From an optimization exercise on the open Yosys and OpenROAD flow, aimed at small area, a short achievable clock period and few clock cycles per item; shortcuts taken in it are not production practice.
RTL that was checked went through simulation tests only; none was proved equivalent to the original.
For run 1, only the layout was checked, not whether the RTL still works.
Power and IR drop assume default switching activity.

## flow/design.v (module list and top-level ports; edited modules follow where they fit)
// module conv2d_window_ctr: 5 lines
// module conv2d_engine: 3678 lines
// module conv2d_fa: 10 lines
// module conv2d_ha: 9 lines
module conv2d_engine #(
  parameter int IMG       = 7,
  parameter int KER       = 3,
  parameter int STRIDE    = 1,
  parameter int CH        = 2,
  parameter int WIDTH_BIT = 8,
  parameter int SHIFT     = 8,
  parameter int OUT       = (IMG - KER) / STRIDE + 1,
  parameter int RC_W      = $clog2(OUT) + 1
) (
  input  logic                            clock,
  input  logic                            nreset,
  input  logic                            start,
  input  logic [CH*IMG*IMG*WIDTH_BIT-1:0] inp_matrix,
  input  logic [CH*KER*KER*WIDTH_BIT-1:0] kernel,
  output logic                            busy,
  output logic                            done,
  output logic                            pix_valid,
  output logic [RC_W-1:0]                 pix_row,
  output logic [RC_W-1:0]                 pix_col,
  output logic [WIDTH_BIT-1:0]            pix_data,
  output logic [OUT*OUT*WIDTH_BIT-1:0]    out_matrix
);
  // ...
==> flow/flow/run.sh <==
#!/bin/bash
# The standard layout (standard.sh, all steps), with two changes to how it is made:
# the port buffers are buf_1 cells (buffer_ports' default is a slow delay cell; timing
# repair upsizes the ones on critical paths), and timing repair aims for 8.4 ns of setup
# slack instead of 0, so that it speeds up the paths the 12 ns clock leaves slack on.
export BUFFER_PORTS_ARGS="-buffer_cell sky130_fd_sc_hd__buf_1"
export SETUP_SLACK_MARGIN=8.4
bash standard.sh > standard.log 2>&1
==> flow/standard.sh <==
#!/bin/bash
# synth_recipe.tcl (not shown) runs the flow's synth.tcl, then flattens the netlist and writes it again
# the make line also repeats each setting of config.mk as NAME=value (left out here)
make -C /OpenROAD-flow-scripts/flow DESIGN_CONFIG=/design/flow/config.mk WORK_HOME=/design/flow/orfs CLKGATE_MAP_FILE= SYNTH_SCRIPT=/design/flow/synth_recipe.tcl "${@:-finish}"
==> flow/config.mk <==
export PLATFORM = sky130hd
export DESIGN_NAME = conv2d_engine
export DESIGN_NICKNAME = conv2d_engine
export VERILOG_FILES = /design/flow/design.v
export SDC_FILE = /design/flow/constraint.sdc
export NUM_CORES = 4
export LEC_CHECK = 0
export CAP_MARGIN = 20
export CORE_MARGIN = 2
export CORE_UTILIZATION = 35
export SLEW_MARGIN = 20
export SYNTH_HIERARCHICAL = 1
export SYNTH_MINIMUM_KEEP_SIZE = 0
==> flow/constraint.sdc <==
create_clock -name core_clock -period 12.0 [get_ports {clock}]
set_input_delay 2.4000 -clock core_clock [delete_from_list [all_inputs] [get_ports {clock}]]
set_output_delay 2.4000 -clock core_clock [all_outputs]
set_load 0.01 [all_outputs]
==> impl_metrics.tcl, run 1 <==
set metrics [dict create \
    dpl_cell_area_um2 61000 \
    clk_pin_slew_ns 0.06 \
    worstMarginPinSlew_ns 1.04 \
    synth_xor_area_frac 0.112 \
    hold_end "cut1[2]" \
    wl_met1_mm 107 \
    nonClockInverterCount 16 \
    cts_tree "yes" \
    crit_fanout 3 \
    worst_setup_path_end_kind "output pin" \
    yosys_most_used_dff "dfxtp_1" \
    finalMaxSlewViolations 0 \
    clk_latency_ns 0.74 \
    cts_inserted_buffers 93 \
    largest_register_ffs 200 \
    core-area_um2 159000 \
    synth-edff-count 0 \
    status "no timing/DRC/antenna violations" \
    post-synth-top-count-cell "a22oi_1" \
    min_path_type "flip-flop to flip-flop" \
    layout_commonest_cell "a22oi_1" \
    fillCellCount 15100 \
    ys_warn_count 17 \
    fin_crit_sh 0.311 \
]
==> run 2: changes to the inputs <==
--- a/flow/design.v
+++ b/flow/design.v
@@ -3642,16 +3642,29 @@
     acc = sum_a + sum_b;
     if (!acc[19] && acc[18:15] != 4'b0000)
       q = 8'h7f;
     else if (acc[19] && acc[18:15] != 4'b1111)
       q = 8'h80;
     else
       q = acc[15:8];
   end
+  logic [2:0]  nrow, ncol;
+  logic [24:0] wr;
+  always_comb begin
+    if (pix_valid && !(pix_row == RC_W'(OUT - 1) && pix_col == RC_W'(OUT - 1))) begin
+      nrow = (pix_col == RC_W'(OUT - 1)) ? pix_row[2:0] + 3'd1 : pix_row[2:0];
+      ncol = (pix_col == RC_W'(OUT - 1)) ? 3'd0 : pix_col[2:0] + 3'd1;
+    end else begin
+      nrow = 3'd0;
+      ncol = 3'd0;
+    end
+    for (int p = 0; p < 25; p++)
+      wr[p] = vld[NS] && nrow == 3'(p / 5) && ncol == 3'(p % 5);
+  end
   always_ff @(posedge clock or negedge nreset) begin
     if (!nreset) begin
       vld        <= '0;
       lst        <= '0;
       busy       <= 1'b0;
       done       <= 1'b0;
       pix_valid  <= 1'b0;
       pix_row    <= '0;
@@ -3659,32 +3672,25 @@
       out_matrix <= '0;
     end else begin
       vld       <= {vld[NS-1:0], active};
       lst       <= {lst[NS-1:0], active & last};
       busy      <= start | (busy & !lst[NS]);
       done      <= lst[NS];
       pix_valid <= vld[NS];
       if (vld[NS]) begin
-        out_matrix <= {q, out_matrix[OUT*OUT*WIDTH_BIT-1:WIDTH_BIT]};
-        if (pix_valid && !(pix_row == RC_W'(OUT - 1) && pix_col == RC_W'(OUT - 1))) begin
-          if (pix_col == RC_W'(OUT - 1)) begin
-            pix_col <= '0;
-            pix_row <= pix_row + 1'b1;
-          end else begin
-            pix_col <= pix_col + 1'b1;
-          end
-        end else begin
-          pix_row <= '0;
-          pix_col <= '0;
-        end
+        pix_row <= RC_W'(nrow);
+        pix_col <= RC_W'(ncol);
       end
+      for (int p = 0; p < 25; p++)
+        if (wr[p]) out_matrix[p*WIDTH_BIT +: WIDTH_BIT] <= q;
     end
   end
-  assign pix_data = out_matrix[OUT*OUT*WIDTH_BIT-1 -: WIDTH_BIT];
+  always_ff @(posedge clock)
+    pix_data <= q;
 endmodule
 module conv2d_fa (
   input  logic a,
   input  logic b,
   input  logic c,
   output logic s,
   output logic co
 );
==> flow/flow/run.sh (replaced) <==
#!/bin/bash
# The standard layout (standard.sh, all steps), with three changes to how it is made:
# - the port buffers are buf_1 cells (buffer_ports' default is a slow delay cell; timing
#   repair upsizes the ones on critical paths);
# - timing repair aims for 8.25 ns of setup slack instead of 0, so that it speeds up the
#   paths the 12 ns clock leaves slack on;
# - clock tree synthesis clusters up to 20 flip-flops within 100 um per leaf buffer and
#   adds no dummy loads.
# All output goes to standard.log here and to ORFS's logs under orfs/logs.
export BUFFER_PORTS_ARGS="-buffer_cell sky130_fd_sc_hd__buf_1"
export SETUP_SLACK_MARGIN=8.25
export CTS_ARGS="-sink_clustering_enable -repair_clock_nets -sink_clustering_size 20 -sink_clustering_max_diameter 100 -dont_use_dummy_load"
bash standard.sh > standard.log 2>&1
==> run 2 against run 1 <==
First-iteration DRC count grew 6.0%. Synthesized area rose by 1.5%. Critical path depth up 8. Combinational power barely moved. Global-route usage is 0.079 points lower. Fmax decreased by 1.1%. Utilization shrank 3.2 points. Clock skew grew 0.042 ns. Die area up 1.5%. Critical endpoint is now out_matrix[74]. Largest power group unchanged.
==> impl_metrics.tcl, run 2 <==
set metrics [dict create \
    yosysSeqAreaShare 0.293 \
    grtUsageTotal 0.375 \
    grt_antenna_before_repair 177 \
    place_ws_ns 7.30 \
    largest-register "out_matrix" \
    grt_pass1_wl_mm 428 \
    place.gp.congestion 1.03 \
    cts_root_buf "clkbuf_16" \
    dr.pass1.iters 14 \
    crit_family "compound AO/OA/AOI/OAI gates" \
    fillCellCount 16000 \
    max_freq_mhz 265 \
    hold_violations 0 \
    core-area_um2 161000 \
    setup_slack_ns 8.23 \
    arrival_ns 4.32 \
    area_delta_synth_final_pct 12.0 \
    synthTopCellsByArea "fa_1 (24%), dfxtp_1 (19%), a22oi_1 (14%)" \
    fin_crit_sh 0.314 \
    cts_inserted_buffers 49 \
    crit_chain "ha_1, nand4_1, a21boi_0, nand4_1, a21oi_2, mux2i_1, nand3_2, a22oi_4, mux2_2" \
    min_from "cut0[1]" \
    yosys-top-cells-count "a22oi_1 (1035), fa_1 (684), xnor2_1 (579)" \
    hold_buffers 0 \
    final_cell_mix "buf_1 (1140), a22oi_1 (1034), fa_1 (684)" \
    reg2reg_depth 9 \
    post-dp-hpwl_mm 264 \
    setup_viol 0 \
    rows 147 \
    wl_per_cell_um 39.3 \
    die_x_um 407 \
    clk_pin_slew_ns 0.08 \
    start_util 0.353 \
    drc 0 \
    rsz0062_at_grt "yes" \
    post-synth-top-count-cell "a22oi_1" \
    relSlewSlack 0.327 \
    wl_mm 321 \
    cpPeakStageDelay_ns 0.95 \
    worstMarginPinSlew_ns 1.01 \
    ios 1150 \
    min_path_type "flip-flop to flip-flop" \
    ant_nets 0 \
    layout_commonest_cell "buf_1" \
    crit_fanout 26 \
    grt_max_degree 71 \
    ff2ff_setup_slack_ns 8.23 \
    yosysUniqueCellTypes 66 \
    clockBufferDepth 3 \
    layout-drive-gt1-share 0.0910 \
    finalMaxSlewViolations 0 \
    cts_max_level 2 \
    p_leak_nw 21.9 \
    die_h_um 407 \
    dp.cells 8019 \
    fin_crit_ns 3.77 \
    dieArea_um2 166000 \
    multi_input_area_um2 37800 \
    cts_tree "yes" \
    reg_top3 "out_matrix x200, w x144, cut0 x125" \
    critical_path_class "flip-flop to flip-flop" \
    largest_register_ffs 200 \
    ir_drop_v 0.000715 \
    status "no timing/DRC/antenna violations" \
    setup_tns_ns 0 \
    grt_pass1_vias 50700 \
    drtIter0Drc 9066 \
    instances_no_fill 8177 \
    yosys_most_used_dff "dfxtp_1" \
    drv_cap 0 \
    syn_area_um2 56800 \
    seqCellArea_um2 16900 \
    critPathBufInv 0 \
    r2r-start "cut1[4]" \
    required_ns 12.55 \
    synth-edff-count 0 \
    ys_warn_count 17 \
    ys_ff_latch 772 \
    vias_per_cell 6.45 \
    worst_setup_path_end_kind "flip-flop" \
    syn_avg_cell_area_um2 10.8 \
    async_reset_ff_frac 0.312 \
    hold_end "cut1[1]" \
    vias 52700 \
    skew_ns 0.0992 \
    grt-ovfl-total 0 \
    startpoint_type "flip-flop" \
    nets 7560 \
    slowest_stage "a22oi_4" \
    clk_latency_ns 0.71 \
    clock-sinks 772 \
    reg2reg_to "out_matrix[74]" \
    port_buffers 1147 \
    cp.depth 9 \
    netlist_instances 5255 \
    synthDominantCellAreaShare 0.241 \
    whs_path_depth 0 \
    crit_top_cell "nand4_1" \
    powerDensity_nw_per_um2 216 \
    netlist.top_cell.by_area "fa_1" \
]
==> run 2: changes by cell type after synthesis, moves of 6 or more <==
cell,delta
or3_1,+7
a22oi_4,+7
a311o_1,-8
nor2_1,+17
o21ai_0,+9
buf_6,+9
clkbuf_1,-9
dfxtp_1,+8
mux2_2,+7
a21oi_1,+6
nand2_1,+10
==> run 2: final cells by class <==
cell class | instances | share of cell area
tap | 2160 | 0.0425
timing repair buffer | 1191 | 0.0732
antenna | 106 | 0.00417
multi-input combinational | 3881 | 0.594
inverter | 18 | 0.00106
sequential | 772 | 0.266
clock buffer | 49 | 0.0193
==> run 2: cells by family (layout without fill, tap and decap cells) <==
kind of cell / after synthesis / after routing / synth area share
compound gates: 1484 / 1484 / 0.201
flops: 772 / 772 / 0.293
simple gates: 743 / 743 / 0.0618
fa+ha+maj: 716 / 716 / 0.248
xor+xnor: 708 / 708 / 0.109
buf+inv: 603 / 1258 / 0.0419
mux: 228 / 228 / 0.0452
other cells: 1 / 108 / 0.0000660
==> run 2: worst register-to-register path: cells and delay by family, from the launching register on <==
kind            cells  cell delay (ns)
compound gates      3             1.57
fa+ha+maj           1             0.29
flops               1             0.31
mux                 2             0.76
simple gates        3             0.78
==> run 2: how the worst max path moves through the flow <==
| stage | from | slack (ns) | endpoint |
|---|---|---|---|
| 6_report | cut1[4] | 8.23 | out_matrix[74] |
| 3_5_place_dp | nreset | 7.30 | out_matrix[162] |
| 2_1_floorplan | start | 8.31 | pos[10] |
| 3_3_place_gp | nreset | 7.34 | out_matrix[162] |
| 4_1_cts | cut1[26] | 8.22 | out_matrix[189] |
| 5_1_grt | cut1[26] | 8.04 | out_matrix[98] |
==> run 2: per-stage QoR <==
step / total power, mW / utilization / instance area, um^2 / hold WS (ns)
5_1_grt: 14.5 / 0.395 / 63500 / 0.343
6_report: 13.8 / 0.395 / 63600 / 0.334
4_1_cts: 13.6 / 0.393 / 63200 / 0.337
3_5_place_dp: 12.0 / 0.385 / 61900 / 0.319
3_3_place_gp: 11.8 / 0.385 / 61900 / 0.315
2_1_floorplan: 8.22 / - / 56800 / 0.310
==> run 2: per-layer routing <==
layer / track usage / part of all wire / vias to the layer above
li1: - / - / 20500
met1: 0.426 / 0.34 / 26500
met2: 0.566 / 0.43 / 4419
met3: 0.147 / 0.13 / 1187
met4: 0.285 / 0.094 / 148
met5: 0 / 0.0029 / -
==> run 2: timing repair <==
action,in CTS,in global routing
endpoints found under the setup margin,100,210
pin swaps,1,3
gates resized for setup,86,86
buffers inserted,2,1
==> run 2: power breakdown <==
group / internal, mW / switching [mW]
clock: 0.723 / 0.921
combinational: 3.18 / 5.05
sequential: 3.38 / 0.523
total: 7.28 / 6.49
==> run 2: modules after synthesis, one instance, submodules excluded <==
module         flops+latches  cell area [um^2]  cells
conv2d_engine            772             43000   4562
conv2d_fa                  0              20.0      1
conv2d_ha                  0              12.5      1
Testbench counts of run 2, summed over its fixed seeds: cycles 5,376, frames 192.

## separate check: timing with driven ports
How much do the figures lean on ideal ports? The routed layouts below were timed once more, with nothing changed but the port constraints. Step 1 (the two cells are an assumption about what drives the block):
set clk [get_ports {clock}]
set_driving_cell -lib_cell sky130_fd_sc_hd__clkbuf_16 $clk
set_driving_cell -lib_cell sky130_fd_sc_hd__buf_2 [delete_from_list [all_inputs] $clk]
Step 2 adds t to the input delays and takes it off the output delays; t is the mean of the earliest and latest rising clock arrival at the registers after step 1. Input paths then give back, and output paths get back, about the clock's delay inside the block. a / b / c = ideal / step 1 / step 2; a / b = the first two.
run | t (ns) | setup WS [ns] | hold WS [ns] | worst setup path at the end | worst slew at a driven data input, ns
run 1 | 0.811 | 8.272 / 8.173 / 7.755 | 0.330 / 0.330 / 0.330 | input to register | 0.39
run 2 | 0.755 | 8.231 / 8.198 / 7.559 | 0.334 / 0.334 / 0.334 | input to register | 0.35
After both steps setup and hold are still met in every run listed. The setup slack of run 2, which loses most, moves by -0.033 ns with the drivers and by -0.672 ns with both steps.
